This design comes from an exercise in tuning for small area and a short achievable clock period on the open sky130 flow, not from production work. Only simulation tests tie the RTL to the original design; equivalence was not proved.

==> inputs of job 5883 <==
Design pipelined_datapath, start of the top module:
module pipelined_datapath #(
   parameter int WIDTH    = datapath_pkg::DP_WIDTH,
   parameter int D_ADDR_W = datapath_pkg::DP_D_ADDR_W,
   parameter int R_ADDR_W = datapath_pkg::DP_R_ADDR_W,
   parameter bit FORWARD  = 1'b1
) (
   input  logic                clk,
   input  logic                rst_n,
   input  logic                in_valid,
   output logic                in_ready,
   input  logic [D_ADDR_W-1:0] D_addr,
   input  logic                D_wr,
   input  logic                RF_s,
   input  logic                RF_W_en,
   input  logic [R_ADDR_W-1:0] RF_W_addr,
   input  logic [R_ADDR_W-1:0] RF_A_addr,
   input  logic [R_ADDR_W-1:0] RF_B_addr,
   input  logic [3:0]          ALU_sel,
   output logic [WIDTH-1:0]    ALU_A,
   output logic [WIDTH-1:0]    ALU_B,
   output logic [WIDTH-1:0]    ALU_Out,
   output logic                wb_valid,
   output logic [R_ADDR_W-1:0] wb_addr,
   output logic [WIDTH-1:0]    wb_data
);
clock: 8.0 ns
lec_check: 0
cap_margin: 20
core_margin: 2
core_utilization: 40
setup_slack_margin: 3.5
slew_margin: 20
run.sh (not shown) runs the stock make flow with config.mk's settings and CLKGATE_MAP_FILE= SYNTH_SCRIPT=/design/flow/synth_recipe.tcl, a recipe that flattens the netlist after the stock synthesis.
==> inputs of job 6110, as changes to job 5883 <==
--- a/flow/design.v
+++ b/flow/design.v
@@ -55,45 +55,51 @@
    logic [WIDTH-1:0]    ex_a, ex_b, ex_alu;
    logic                ex_fwd, ex_ldw, ex_wr, ex_nwr;
    logic [R_ADDR_W-1:0] ex_waddr;
    logic [D_ADDR_W-1:0] ex_daddr, ex_daddr_n;
    logic                wb_valid_q, wb_nvalid_q;
    logic [R_ADDR_W-1:0] wb_addr_q, wb_addr_n_q;
    logic [WIDTH-1:0]    wb_data_q;
    logic [NR*WIDTH-1:0] rf_y;
+   logic [NR-1:0]       rf_v;
    logic [NR-1:0]       rf_we, rf_nwe;
+   logic [WIDTH-1:0]    rf_wd;
+   assign rf_wd = wb_data_q ^ {WIDTH{par}};
    genvar gi, gb;
    generate
       for (gi = 0; gi < NR; gi++) begin : g_rf
          assign rf_we[gi]  = wb_valid_q & (wb_addr_q == R_ADDR_W'(gi));
          assign rf_nwe[gi] = wb_nvalid_q | (~wb_addr_n_q != R_ADDR_W'(gi));
          for (gb = 0; gb < WIDTH; gb++) begin : g_bit
-            always_ff @(posedge clk or negedge rst_n)
-               if (!rst_n) rf_y[gi*WIDTH+gb] <= 1'b0;
-               else        rf_y[gi*WIDTH+gb] <= (rf_we[gi] & wb_data_q[gb]) | (rf_nwe[gi] & rf_y[gi*WIDTH+gb]);
+            always_ff @(posedge clk)
+               rf_y[gi*WIDTH+gb] <= ~((rf_we[gi] | rf_y[gi*WIDTH+gb]) & (rf_nwe[gi] | rf_wd[gb]));
          end
       end
    endgenerate
+   always_ff @(posedge clk or negedge rst_n) begin
+      if (!rst_n) rf_v <= '0;
+      else        rf_v <= rf_v | rf_we;
+   end
    logic [WIDTH-1:0] rf_a, rf_b, fwd_a, fwd_b, rd_alu;
    logic             exa_hit, exb_hit, lda_hit, ldb_hit, wba_hit, wbb_hit;
    logic             stall, take;
    dp_hazard_unit u_haz_a (
       .rd_addr(RF_A_addr), .ex_waddr(ex_waddr), .ex_fwd(ex_fwd), .ex_ldw(ex_ldw),
       .wb_addr(wb_addr_q), .wb_valid(wb_valid_q),
       .ex_hit(exa_hit), .ld_hit(lda_hit), .wb_hit(wba_hit));
    dp_hazard_unit u_haz_b (
       .rd_addr(RF_B_addr), .ex_waddr(ex_waddr), .ex_fwd(ex_fwd), .ex_ldw(ex_ldw),
       .wb_addr(wb_addr_q), .wb_valid(wb_valid_q),
       .ex_hit(exb_hit), .ld_hit(ldb_hit), .wb_hit(wbb_hit));
    assign stall    = lda_hit | ldb_hit;
    assign in_ready = ~stall;
    assign take     = in_valid & ~stall;
-   assign rf_a = rf_y[RF_A_addr*WIDTH +: WIDTH];
-   assign rf_b = rf_y[RF_B_addr*WIDTH +: WIDTH];
+   assign rf_a = {WIDTH{rf_v[RF_A_addr]}} & (rf_y[RF_A_addr*WIDTH +: WIDTH] ^ {WIDTH{par}});
+   assign rf_b = {WIDTH{rf_v[RF_B_addr]}} & (rf_y[RF_B_addr*WIDTH +: WIDTH] ^ {WIDTH{par}});
    always_comb begin
       if (exa_hit)      fwd_a = ex_alu;
       else if (wba_hit) fwd_a = wb_data_q;
       else              fwd_a = rf_a;
       if (exb_hit)      fwd_b = ex_alu;
       else if (wbb_hit) fwd_b = wb_data_q;
       else              fwd_b = rf_b;
    end
@@ -115,24 +121,17 @@
          datapath_pkg::OP_PB:  d_lut = 4'b1010;
          datapath_pkg::OP_SHL: d_shl = 1'b1;
          datapath_pkg::OP_SHR: d_shr = 1'b1;
          default: ;
       endcase
    end
    logic [WIDTH-1:0] bop, sum, lut_r;
    logic [WIDTH:0]   sum_c;
-   logic [WIDTH-1:0] binv;
-   assign binv = {WIDTH{d_binv}};
-   always_comb begin
-      if (!d_bsel)      bop = binv;
-      else if (exb_hit) bop = ex_alu ^ binv;
-      else if (wbb_hit) bop = wb_data_q ^ binv;
-      else              bop = rf_b ^ binv;
-   end
+   assign bop   = ({WIDTH{d_bsel}} & fwd_b) ^ {WIDTH{d_binv}};
    assign sum_c = {fwd_a, d_cin} + {bop, d_cin};
    assign sum   = sum_c[WIDTH:1];
    always_comb begin
       for (int i = 0; i < WIDTH; i++)
          lut_r[i] = d_lut[{fwd_a[i], fwd_b[i]}];
    end
    assign rd_alu = ({WIDTH{d_add}} & sum) | lut_r
                  | ({WIDTH{d_shl}} & {fwd_a[WIDTH-2:0], 1'b0})
@@ -160,46 +159,39 @@
       ex_waddr   <= RF_W_addr;
       ex_daddr   <= D_addr;
       ex_daddr_n <= ~D_addr;
    end
    assign ALU_A   = ex_a;
    assign ALU_B   = ex_b;
    assign ALU_Out = ex_alu;
    logic [NW*WIDTH-1:0] mem_y;
-   logic [NW-1:0]       m_we, m_nwe;
-   logic [15:0]         hi, lo, hi_n, lo_n, hi_w, hi_nw;
+   logic [NW-1:0]       m_sel, m_we, m_nwe;
+   logic [15:0]         hi, lo, hi_n, lo_n;
    logic [WIDTH-1:0]    m_wd, m_rd;
    assign hi   = 16'd1 << ex_daddr[7:4];
    assign lo   = 16'd1 << ex_daddr[3:0];
    assign hi_n = 16'd1 << ~ex_daddr_n[7:4];
    assign lo_n = 16'd1 << ~ex_daddr_n[3:0];
-   assign hi_w  = hi & {16{ex_wr}};
-   assign hi_nw = hi_n & {16{~ex_nwr}};
    assign m_wd = ex_a ^ {WIDTH{par}};
    generate
       for (gi = 0; gi < NW; gi++) begin : g_mem
-         assign m_we[gi]  = hi_w[gi/16] & lo[gi%16];
-         assign m_nwe[gi] = ~(hi_nw[gi/16] & lo_n[gi%16]);
+         assign m_sel[gi] = hi[gi/16] & lo[gi%16];
+         assign m_we[gi]  = ex_wr & m_sel[gi];
+         assign m_nwe[gi] = ex_nwr | ~(hi_n[gi/16] & lo_n[gi%16]);
          for (gb = 0; gb < WIDTH; gb++) begin : g_bit
             always_ff @(posedge clk)
                mem_y[gi*WIDTH+gb] <= ~((m_we[gi] | mem_y[gi*WIDTH+gb]) & (m_nwe[gi] | m_wd[gb]));
          end
       end
    endgenerate
-   logic [WIDTH-1:0] rowv [16];
-   always_comb begin
-      for (int r = 0; r < 16; r++) begin
-         rowv[r] = '0;
-         for (int c = 0; c < 16; c++)
-            rowv[r] = rowv[r] | ({WIDTH{lo[c]}} & mem_y[(r*16+c)*WIDTH +: WIDTH]);
-      end
+   always_comb begin
       m_rd = '0;
-      for (int r = 0; r < 16; r++)
-         m_rd = m_rd | ({WIDTH{hi[r]}} & rowv[r]);
+      for (int i = 0; i < NW; i++)
+         m_rd = m_rd | ({WIDTH{m_sel[i]}} & mem_y[i*WIDTH +: WIDTH]);
       m_rd = m_rd ^ {WIDTH{par}};
    end
    always_ff @(posedge clk or negedge rst_n) begin
       if (!rst_n) begin
          wb_valid_q  <= 1'b0;
          wb_nvalid_q <= 1'b1;
          wb_addr_q   <= '0;
          wb_data_q   <= '0;
==> flow/config.mk (replaced) <==
export PLATFORM = sky130hd
export DESIGN_NAME = pipelined_datapath
export DESIGN_NICKNAME = pipelined_datapath
export VERILOG_FILES = /design/flow/design.v
export SDC_FILE = /design/flow/constraint.sdc
export NUM_CORES = 4
export LEC_CHECK = 0
export CAP_MARGIN = 20
export CORE_MARGIN = 2
export CORE_UTILIZATION = 55
export SETUP_SLACK_MARGIN = 3.5
export SLEW_MARGIN = 20
==> inputs of job 8707, as changes to job 5883 <==
--- a/flow/design.v
+++ b/flow/design.v
@@ -48,52 +48,59 @@
    output logic [R_ADDR_W-1:0] wb_addr,
    output logic [WIDTH-1:0]    wb_data
 );
    localparam int NW = 2**D_ADDR_W;    
    localparam int NR = 2**R_ADDR_W;    
    logic par;
    always_ff @(posedge clk) par <= ~par;
    logic [WIDTH-1:0]    ex_a, ex_b, ex_alu;
+   logic [WIDTH-1:0]    ex_xp;                 
+   logic [WIDTH-2:0]    ex_xg;                 
+   logic [WIDTH-2:4]    ex_xP;                 
    logic                ex_fwd, ex_ldw, ex_wr, ex_nwr;
-   logic [R_ADDR_W-1:0] ex_waddr;
+   logic [R_ADDR_W-1:0] ex_waddr, ld_waddr_n;
+   logic [15:0]         rs_hi, rs_lo;          
    logic [D_ADDR_W-1:0] ex_daddr, ex_daddr_n;
    logic                wb_valid_q, wb_nvalid_q;
    logic [R_ADDR_W-1:0] wb_addr_q, wb_addr_n_q;
    logic [WIDTH-1:0]    wb_data_q;
    logic [NR*WIDTH-1:0] rf_y;
-   logic [NR-1:0]       rf_we, rf_nwe;
+   logic [NR-1:0]       rf_we, rf_nwe, rf_v;
    genvar gi, gb;
    generate
       for (gi = 0; gi < NR; gi++) begin : g_rf
          assign rf_we[gi]  = wb_valid_q & (wb_addr_q == R_ADDR_W'(gi));
          assign rf_nwe[gi] = wb_nvalid_q | (~wb_addr_n_q != R_ADDR_W'(gi));
          for (gb = 0; gb < WIDTH; gb++) begin : g_bit
-            always_ff @(posedge clk or negedge rst_n)
-               if (!rst_n) rf_y[gi*WIDTH+gb] <= 1'b0;
-               else        rf_y[gi*WIDTH+gb] <= (rf_we[gi] & wb_data_q[gb]) | (rf_nwe[gi] & rf_y[gi*WIDTH+gb]);
+            always_ff @(posedge clk)
+               rf_y[gi*WIDTH+gb] <= (rf_we[gi] & wb_data_q[gb]) | (rf_nwe[gi] & rf_y[gi*WIDTH+gb]);
          end
       end
    endgenerate
-   logic [WIDTH-1:0] rf_a, rf_b, fwd_a, fwd_b, rd_alu;
+   always_ff @(posedge clk or negedge rst_n) begin
+      if (!rst_n) rf_v <= '0;
+      else        rf_v <= rf_v | rf_we;
+   end
+   logic [WIDTH-1:0] rf_a, rf_b, fwd_a, fwd_b;
    logic             exa_hit, exb_hit, lda_hit, ldb_hit, wba_hit, wbb_hit;
    logic             stall, take;
    dp_hazard_unit u_haz_a (
       .rd_addr(RF_A_addr), .ex_waddr(ex_waddr), .ex_fwd(ex_fwd), .ex_ldw(ex_ldw),
       .wb_addr(wb_addr_q), .wb_valid(wb_valid_q),
       .ex_hit(exa_hit), .ld_hit(lda_hit), .wb_hit(wba_hit));
    dp_hazard_unit u_haz_b (
       .rd_addr(RF_B_addr), .ex_waddr(ex_waddr), .ex_fwd(ex_fwd), .ex_ldw(ex_ldw),
       .wb_addr(wb_addr_q), .wb_valid(wb_valid_q),
       .ex_hit(exb_hit), .ld_hit(ldb_hit), .wb_hit(wbb_hit));
+   assign in_ready = ~(ex_ldw & ((~ld_waddr_n == RF_A_addr) | (~ld_waddr_n == RF_B_addr)));
    assign stall    = lda_hit | ldb_hit;
-   assign in_ready = ~stall;
    assign take     = in_valid & ~stall;
-   assign rf_a = rf_y[RF_A_addr*WIDTH +: WIDTH];
-   assign rf_b = rf_y[RF_B_addr*WIDTH +: WIDTH];
+   assign rf_a = {WIDTH{rf_v[RF_A_addr]}} & rf_y[RF_A_addr*WIDTH +: WIDTH];
+   assign rf_b = {WIDTH{rf_v[RF_B_addr]}} & rf_y[RF_B_addr*WIDTH +: WIDTH];
    always_comb begin
       if (exa_hit)      fwd_a = ex_alu;
       else if (wba_hit) fwd_a = wb_data_q;
       else              fwd_a = rf_a;
       if (exb_hit)      fwd_b = ex_alu;
       else if (wbb_hit) fwd_b = wb_data_q;
       else              fwd_b = rf_b;
    end
@@ -113,58 +120,98 @@
          datapath_pkg::OP_NOT: d_lut = 4'b0011;
          datapath_pkg::OP_PA:  d_lut = 4'b1100;
          datapath_pkg::OP_PB:  d_lut = 4'b1010;
          datapath_pkg::OP_SHL: d_shl = 1'b1;
          datapath_pkg::OP_SHR: d_shr = 1'b1;
          default: ;
       endcase
    end
-   logic [WIDTH-1:0] bop, sum, lut_r;
-   logic [WIDTH:0]   sum_c;
+   logic [WIDTH-1:0] bop, lut_r, oth, g0, p0, sum;
+   logic [WIDTH-1:0] gl [4], pl [4];
    logic [WIDTH-1:0] binv;
    assign binv = {WIDTH{d_binv}};
    always_comb begin
       if (!d_bsel)      bop = binv;
       else if (exb_hit) bop = ex_alu ^ binv;
       else if (wbb_hit) bop = wb_data_q ^ binv;
       else              bop = rf_b ^ binv;
    end
-   assign sum_c = {fwd_a, d_cin} + {bop, d_cin};
-   assign sum   = sum_c[WIDTH:1];
+   assign g0 = fwd_a & bop;
+   assign p0 = fwd_a ^ bop;
+   always_comb begin
+      gl[0] = g0;
+      pl[0] = p0;
+      gl[0][0] = g0[0] | (p0[0] & d_cin);
+      for (int l = 1; l < 3; l++) begin
+         for (int i = 0; i < WIDTH; i++) begin
+            if (i >= (1 << (l-1))) begin
+               gl[l][i] = gl[l-1][i] | (pl[l-1][i] & gl[l-1][i - (1 << (l-1))]);
+               pl[l][i] = pl[l-1][i] & pl[l-1][i - (1 << (l-1))];
+            end else begin
+               gl[l][i] = gl[l-1][i];
+               pl[l][i] = pl[l-1][i];
+            end
+         end
+      end
+      sum    = p0;
+      sum[0] = p0[0] ^ d_cin;    
+   end
    always_comb begin
       for (int i = 0; i < WIDTH; i++)
          lut_r[i] = d_lut[{fwd_a[i], fwd_b[i]}];
    end
-   assign rd_alu = ({WIDTH{d_add}} & sum) | lut_r
-                 | ({WIDTH{d_shl}} & {fwd_a[WIDTH-2:0], 1'b0})
-                 | ({WIDTH{d_shr}} & {1'b0, fwd_a[WIDTH-1:1]});
+   assign oth = lut_r
+              | ({WIDTH{d_shl}} & {fwd_a[WIDTH-2:0], 1'b0})
+              | ({WIDTH{d_shr}} & {1'b0, fwd_a[WIDTH-1:1]});
+   always_ff @(posedge clk or negedge rst_n) begin
+      if (!rst_n) begin
+         ex_xp <= '0;
+         ex_xg <= '0;
+      end else begin
+         ex_xp <= !take ? '0 : d_add ? sum : oth;
+         ex_xg <= (take & d_add) ? gl[2][WIDTH-2:0] : '0;
+      end
+   end
+   always_ff @(posedge clk) ex_xP <= pl[2][WIDTH-2:4];
+   logic [WIDTH-2:0] g3, g4;
+   logic [WIDTH-2:8] p3;
+   always_comb begin
+      for (int i = 0; i < WIDTH-1; i++)
+         g3[i] = (i >= 4) ? (ex_xg[i] | (ex_xP[i] & ex_xg[i-4])) : ex_xg[i];
+      for (int i = 8; i < WIDTH-1; i++)
+         p3[i] = ex_xP[i] & ex_xP[i-4];
+      for (int i = 0; i < WIDTH-1; i++)
+         g4[i] = (i >= 8) ? (g3[i] | (p3[i] & g3[i-8])) : g3[i];
+   end
+   assign ex_alu = ex_xp ^ {g4, 1'b0};
    always_ff @(posedge clk or negedge rst_n) begin
       if (!rst_n) begin
          ex_a   <= '0;
          ex_b   <= '0;
-         ex_alu <= '0;
          ex_fwd <= 1'b0;
          ex_ldw <= 1'b0;
          ex_wr  <= 1'b0;
          ex_nwr <= 1'b1;
       end else begin
          ex_a   <= take ? fwd_a : '0;
          ex_b   <= take ? fwd_b : '0;
-         ex_alu <= take ? rd_alu : '0;
          ex_fwd <= take & RF_W_en & RF_s;
          ex_ldw <= take & RF_W_en & ~RF_s;
          ex_wr  <= take & D_wr;
          ex_nwr <= ~(take & D_wr);
       end
    end
    always_ff @(posedge clk) begin
       ex_waddr   <= RF_W_addr;
       ex_daddr   <= D_addr;
       ex_daddr_n <= ~D_addr;
+      ld_waddr_n <= ~RF_W_addr;
+      rs_hi      <= 16'd1 << D_addr[7:4];
+      rs_lo      <= 16'd1 << D_addr[3:0];
    end
    assign ALU_A   = ex_a;
    assign ALU_B   = ex_b;
    assign ALU_Out = ex_alu;
    logic [NW*WIDTH-1:0] mem_y;
    logic [NW-1:0]       m_we, m_nwe;
    logic [15:0]         hi, lo, hi_n, lo_n, hi_w, hi_nw;
    logic [WIDTH-1:0]    m_wd, m_rd;
@@ -185,21 +232,21 @@
          end
       end
    endgenerate
    logic [WIDTH-1:0] rowv [16];
    always_comb begin
       for (int r = 0; r < 16; r++) begin
          rowv[r] = '0;
          for (int c = 0; c < 16; c++)
-            rowv[r] = rowv[r] | ({WIDTH{lo[c]}} & mem_y[(r*16+c)*WIDTH +: WIDTH]);
+            rowv[r] = rowv[r] | ({WIDTH{rs_lo[c]}} & mem_y[(r*16+c)*WIDTH +: WIDTH]);
       end
       m_rd = '0;
       for (int r = 0; r < 16; r++)
-         m_rd = m_rd | ({WIDTH{hi[r]}} & rowv[r]);
+         m_rd = m_rd | ({WIDTH{rs_hi[r]}} & rowv[r]);
       m_rd = m_rd ^ {WIDTH{par}};
    end
    always_ff @(posedge clk or negedge rst_n) begin
       if (!rst_n) begin
          wb_valid_q  <= 1'b0;
          wb_nvalid_q <= 1'b1;
          wb_addr_q   <= '0;
          wb_data_q   <= '0;
==> flow/flow/run.sh (new file) <==
#!/bin/bash
# The standard ORFS layout (the standard.sh), with clock tree synthesis
# run without dummy loads. Make's full output goes to flow_make.log here.
set -euo pipefail
bash standard.sh \
  "CTS_ARGS=-sink_clustering_enable -repair_clock_nets -dont_use_dummy_load -sink_clustering_size 24 -sink_clustering_max_diameter 120" \
  finish > flow_make.log 2>&1
==> flow/standard.sh (new file) <==
#!/bin/bash
# synth_recipe.tcl (not shown) runs the flow's synth.tcl, then flattens the netlist and writes it again
# the make line also repeats each setting of config.mk as NAME=value (left out here)
make -C /OpenROAD-flow-scripts/flow DESIGN_CONFIG=/design/flow/config.mk WORK_HOME=/design/flow/orfs CLKGATE_MAP_FILE= SYNTH_SCRIPT=/design/flow/synth_recipe.tcl "${@:-finish}"
==> flow/config.mk (replaced) <==
export PLATFORM = sky130hd
export DESIGN_NAME = pipelined_datapath
export DESIGN_NICKNAME = pipelined_datapath
export VERILOG_FILES = /design/flow/design.v
export SDC_FILE = /design/flow/constraint.sdc
export NUM_CORES = 4
export LEC_CHECK = 0
export CAP_MARGIN = 20
export CORE_MARGIN = 2
export CORE_UTILIZATION = 55
export CTS_CLUSTER_DIAMETER = 120
export CTS_CLUSTER_SIZE = 24
export SETUP_SLACK_MARGIN = 3.9
export SLEW_MARGIN = 20
removed: flow/run.sh
==> summary.txt <==
Run status:
- The flow ran to the end, but the layout failed its checks.
- The layout checks failed on max-capacitance violations, max-slew violations.

STA:
- The number of pins exceeding their max-slew limit in the final report is 2.
- In this run the tightest slew margin relative to its limit is -12.9%.
- In the final timing run, aggregate negative setup slack is 0 ns.

Critical path:
- STA puts the critical path data required time at slightly below 9 ns.
- Of all nets on the critical path, the largest fanout is 46.

Cells and area:
- After layout, the inverter instance count without clock inverters stands at 39.
- Counting the clock-network buffers in the layout gives ~650.
- For this run, the number of standard cells in the final layout without fillers is approximately 21000.

Logic synthesis:
- Counting flops and latches in the post-synthesis netlist gives ~4500.
- The multiplexer area fraction after synthesis is 4.16%.

Route:
- The overall routed net length is between 800000 and 900000 um.

Min path:
- Counting instances, the worst hold path has a depth of 1.
- The start point of the worst hold path is mem_y[1807].

Job:
- Max-cap violations in this run came to 1.
the above is filed under job 5883

==> summary.txt <==
Run status:
- The flow did not finish.
- The flow stopped in global routing (5_1_grt).
- The first error in the log reads "[ERROR GRT-0116] Global routing finished with congestion. Check the congestion regions in the DRC Viewer".

Logic synthesis:
- Multiplexer cells account for 2.68% of the synthesized area.
- The number of cells produced by synthesis is between 15000 and 20000.
- In the post-synthesis netlist, the biggest area contributors are dfxtp_1 (54%), o22ai_1 (17%), clkbuf_1 (4.1%).
- The part of the Yosys area used for sequential elements is between 50% and 60%.
- The synthesis-stage register bit count is 4467.
- The simple-gate share of the synthesized area is 10.4%.

GRT:
- The met3 capacity usage during global routing is between 90% and 100%.
- The remaining global-route overflow is between 20000 and 25000.

Placed design:
- The routability congestion estimate is approximately 1.5.
the above is filed under job 6110

==> summary.txt <==
GRT:
- The number of antenna violations at the first check in global routing is 67.

Min path:
- The start point of the worst hold path is mem_y[2349].
- Counting instances, the worst hold path has a depth of 1.

Route:
- The routed design has about 740000 um of wire.

Logic synthesis:
- Synthesis inferred between 4000 and 5000 register bits.
- The multiplexer area fraction after synthesis is 2.46%.

Critical path:
- The largest fanout of any net on the critical path is 41.
- The critical path data required time is approximately 8.8 ns.

Cells and area:
- The non-filler instance count after layout is between 15000 and 20000.
- Leaving out the clock tree, the finished layout contains an inverter count of 39.

Run status:
- The flow ran to the end and the layout has no timing, DRC or antenna violations.

STA:
- Measured against its own limit, the worst slew margin works out to about 7.4%.
- The number of pins exceeding their max-slew limit in the final report was 0.
the above is filed under job 8707

[afterwards: timing with drivers on the ports]
No port has a modelled driver above. Below, the same layouts with a new extraction and two added sets of constraints.
Step 1: set_driving_cell puts a clkbuf_16 on clk and a buf_2 on each other input, an assumption about the parent block.
Step 2 adds t to the input delays and takes it off the output delays; t is the mean of the earliest and latest rising clock arrival at the registers after step 1. Input paths then give back, and output paths get back, about the clock's delay inside the block.
Three values: no drivers, after step 1, after step 2; two values: the first two.
| run | shift t [ns] | setup WS [ns] | worst setup path after step 2 | worst data-port slew with drivers (ns) | pins driven straight from the clock port |
|---|---|---|---|---|---|
| job 5883 | 1.162 | 3.082 / 3.082 / 2.348 | input to register | 0.22 | 1 |
| job 8707 | 1.048 | 3.554 / 3.554 / 2.817 | input to register | 0.22 | 1 |
The setup slack of job 8707, which loses most, moves by 0.000 ns with the drivers and by -0.737 ns with both steps.
